Context: an optimization exercise on an open-source flow, tuned for small area, a short achievable clock period and few clock cycles per item. The choices shown serve that exercise and are no tape-out recipe.
RTL that was checked went through simulation tests only; none was proved equivalent to the original.

// mac_array_acc
module mac_array_acc #(
  parameter int DATA_WIDTH = 8,
  parameter int ACC_WIDTH  = 32,
  parameter int LANES      = 4,
  parameter int LEN_W      = 16
) (
  input  logic                        clk,
  input  logic                        rst_n,
  input  logic                        start,
  input  logic [LEN_W-1:0]            vec_len,
  input  logic [LANES*ACC_WIDTH-1:0]  bias,
  input  logic                        sat_en,
  input  logic                        in_valid,
  output logic                        in_ready,
  input  logic [LANES*DATA_WIDTH-1:0] operand_a,
  input  logic [LANES*DATA_WIDTH-1:0] operand_b,
  output logic                        out_valid,
  input  logic                        out_ready,
  output logic [LANES*ACC_WIDTH-1:0]  out_data,
  output logic [LANES-1:0]            overflow,
  output logic                        busy
);
Settings: LEC_CHECK=0, ABC_AREA=1, CAP_MARGIN=20, CORE_MARGIN=2, CORE_UTILIZATION=55, SETUP_SLACK_MARGIN=1.0, SLEW_MARGIN=20; clock period 5.5 ns.
standard.sh (not shown) runs the stock make flow with config.mk's settings and CLKGATE_MAP_FILE= SYNTH_SCRIPT=/design/flow/synth_recipe.tcl, a recipe that flattens the netlist after the stock synthesis.
==> flow/flow/run.sh <==
#!/bin/bash
# The standard layout, with the smallest plain buffer on every port in
# place of the default port buffer cell, and a clock tree without dummy
# loads and with larger sink clusters.
set -euo pipefail
bash standard.sh \
  'BUFFER_PORTS_ARGS=-buffer_cell sky130_fd_sc_hd__buf_1' \
  'CTS_ARGS=-sink_clustering_enable -repair_clock_nets -dont_use_dummy_load -sink_clustering_size 30 -sink_clustering_max_diameter 80' \
  finish > standard.log 2>&1
Testbench counts at the start, summed over its fixed seeds: cycles 5,520, jobs 320.
==> next run, changes <==
- CORE_UTILIZATION: 55 -> 40
- SETUP_SLACK_MARGIN: 1.0 -> 1.15
Synthesized cell count stays the same.
==> next run, changes <==
- CORE_UTILIZATION: 40 -> 55
- SETUP_SLACK_MARGIN: 1.15 -> 0.9
The changed run finished clean.
Clock-buffer cell count fell by 5.
Design area fell by 8.5%.
Setup slack loses 0.21 ns.
Die area fell by 27%.
Critical path depth fell by 11.
Via count fell by 2.3%.
Core utilization rose by 13 points.
Wire length fell by 11%.
==> next run, changes <==
- CORE_UTILIZATION: 55 -> 40
- SETUP_SLACK_MARGIN: 0.9 -> 1.0
The new run ran to the end with no violations. Flip-flop and latch count stays the same. Routed wire length came out higher by 8.3%. Worst setup slack gains 0.16 ns. Maximum frequency increases by about 3.6%. Synthesized area is unchanged.
==> next run, changes <==
- ABC_AREA: 1 -> 0
- SETUP_SLACK_MARGIN: 1.0 -> 0.8
After rerunning:
- design area increases by about 9%
- utilization falls by 0.81 points
- worst setup slack degrades by 0.20 ns
- hold slack gets better by 0.063 ns
- synthesized cell count shrinks by 2.9%
- global-route usage goes up by 0.49 points
- count of clock-buffer cells in the layout came out lower by 5
- via count rises by about 10%

---

Setup of lane 1:
mac_array_acc, a different RTL version from the one above (not shown whole).
For scale: about 230 flip-flops, roughly 350 I/O pins, ~19000 sq um of cells after synthesis.
## mac_array_acc
module mac_array_acc #(
  parameter int DATA_WIDTH = 8,
  parameter int ACC_WIDTH  = 32,
  parameter int LANES      = 4,
  parameter int LEN_W      = 16
) (
  input  logic                        clk,
  input  logic                        rst_n,
  input  logic                        start,
  input  logic [LEN_W-1:0]            vec_len,
  input  logic [LANES*ACC_WIDTH-1:0]  bias,
  input  logic                        sat_en,
  input  logic                        in_valid,
  output logic                        in_ready,
  input  logic [LANES*DATA_WIDTH-1:0] operand_a,
  input  logic [LANES*DATA_WIDTH-1:0] operand_b,
  output logic                        out_valid,
  input  logic                        out_ready,
  output logic [LANES*ACC_WIDTH-1:0]  out_data,
  output logic [LANES-1:0]            overflow,
  output logic                        busy
);
  logic             r_in_ready;
  logic             r_out_valid;
  logic             r_fin;
  logic [LEN_W-1:0] r_cnt;
  logic             r_sat;
  ...
clock: 5.5 ns
lec_check: 0
abc_area: 1
cap_margin: 20
core_margin: 2
core_utilization: 40
slew_margin: 20
run.sh (not shown) runs the stock make flow with config.mk's settings and CLKGATE_MAP_FILE= SYNTH_SCRIPT=/design/flow/synth_recipe.tcl, a recipe that flattens the netlist after the stock synthesis.
Stock flow here: none of the scripts above is used.
Lane 1 has completed all stages; timing, DRC and antenna checks passed.
Input changes introduced in lane 2 (baseline for comparison: lane 1):
==> flow/flow/run.sh (new file) <==
#!/bin/bash
# The standard layout, with the smallest plain buffer on every port in
# place of the default port buffer cell, and a clock tree without dummy
# loads and with larger sink clusters.
set -euo pipefail
bash standard.sh \
  'BUFFER_PORTS_ARGS=-buffer_cell sky130_fd_sc_hd__buf_1' \
  'CTS_ARGS=-sink_clustering_enable -repair_clock_nets -dont_use_dummy_load -sink_clustering_size 30 -sink_clustering_max_diameter 80' \
  finish > standard.log 2>&1
==> flow/standard.sh (new file) <==
#!/bin/bash
# synth_recipe.tcl (not shown) runs the flow's synth.tcl, then flattens the netlist and writes it again
# the make line also repeats each setting of config.mk as NAME=value (left out here)
make -C /OpenROAD-flow-scripts/flow DESIGN_CONFIG=/design/flow/config.mk WORK_HOME=/design/flow/orfs CLKGATE_MAP_FILE= SYNTH_SCRIPT=/design/flow/synth_recipe.tcl "${@:-finish}"
removed: flow/run.sh
[compare] base=lane 1 new=lane 2: clock insertion delay at the later pin of the skew report down 0.03 ns, register-to-register slack down 0.11 ns. Measured against lane 2, the post-route cell area of lane 1 comes out at 1.13 times the reference value. Compared with lane 1, lane 2 shows a wire length that is 3.7% lower.
### lane 2 -> lane 3
==> flow/flow/run.sh <==
#!/bin/bash
# The standard layout, with the smallest plain buffer on every port in
# place of the default port buffer cell.
set -euo pipefail
bash standard.sh 'BUFFER_PORTS_ARGS=-buffer_cell sky130_fd_sc_hd__buf_1' finish > standard.log 2>&1
==> comparison <==
Going from lane 2 to lane 3, utilization after layout grows by 1.3 points.
Lane 3: PASS, flow complete, no timing, DRC or antenna violations
Compared with lane 2, lane 3 shows clock-buffer cell count that has gone up by more than half.
The final reports for lane 3 and lane 2 show wire length reported by the detailed router higher in the former.
Lane 2 → lane 3: clock buffer count from CTS +10.
Changes observed in lane 3 relative to lane 2: met2 track utilization from global routing climbed 0.82 points.
No run of this note included a check of the RTL's function; only the layout flow was run.

afterwards: timing with drivers on the ports:
How much do the figures lean on ideal ports? The routed layouts below were timed once more, with nothing changed but the port constraints. Step 1 sets driving cells, clkbuf_16 on the clock port and buf_2 on the other inputs (assumed; they add their load-dependent delay and slew). Step 2 moves the port delays by t, midway between the first and last clock arrival at a register: inputs arrive t later, outputs are due t later. That takes back most of the time a late clock gives input paths. Three values: ideal ports, drivers, drivers and shift; two values: the first two.
| run | t (ns) | setup slack, ns | latest minus earliest clock arrival (ns) | worst slew at a driven data input, ns | pins driven straight from the clock port |
|---|---|---|---|---|---|
| the first run of note 1 | 0.533 | 1.133 / 1.086 / 0.686 | 0.065 / 0.065 | 0.10 | 1 |
| the second run of note 1 | 0.581 | 1.215 / 1.158 / 0.777 | 0.048 / 0.048 | 0.11 | 1 |
| the third run of note 1 | 0.542 | 1.010 / 0.953 / 0.627 | 0.039 / 0.039 | 0.07 | 1 |
| the fourth run of note 1 | 0.572 | 1.167 / 1.129 / 0.610 | 0.074 / 0.075 | 0.10 | 1 |
| the fifth run of note 1 | 0.544 | 0.966 / 0.913 / 0.435 | 0.060 / 0.060 | 0.13 | 1 |
| lane 1 | 0.627 | 0.523 / 0.523 / 0.523 | 0.019 / 0.018 | 0.10 | 1 |
| lane 2 | 0.579 | 0.415 / 0.415 / 0.415 | 0.047 / 0.047 | 0.09 | 1 |
| lane 3 | 0.643 | 0.403 / 0.403 / 0.403 | 0.021 / 0.021 | 0.08 | 1 |
After both steps every run listed still meets setup and hold. For the fourth run of note 1, which loses most, drivers alone change the setup slack by -0.038 ns; drivers and shift together by -0.557 ns.
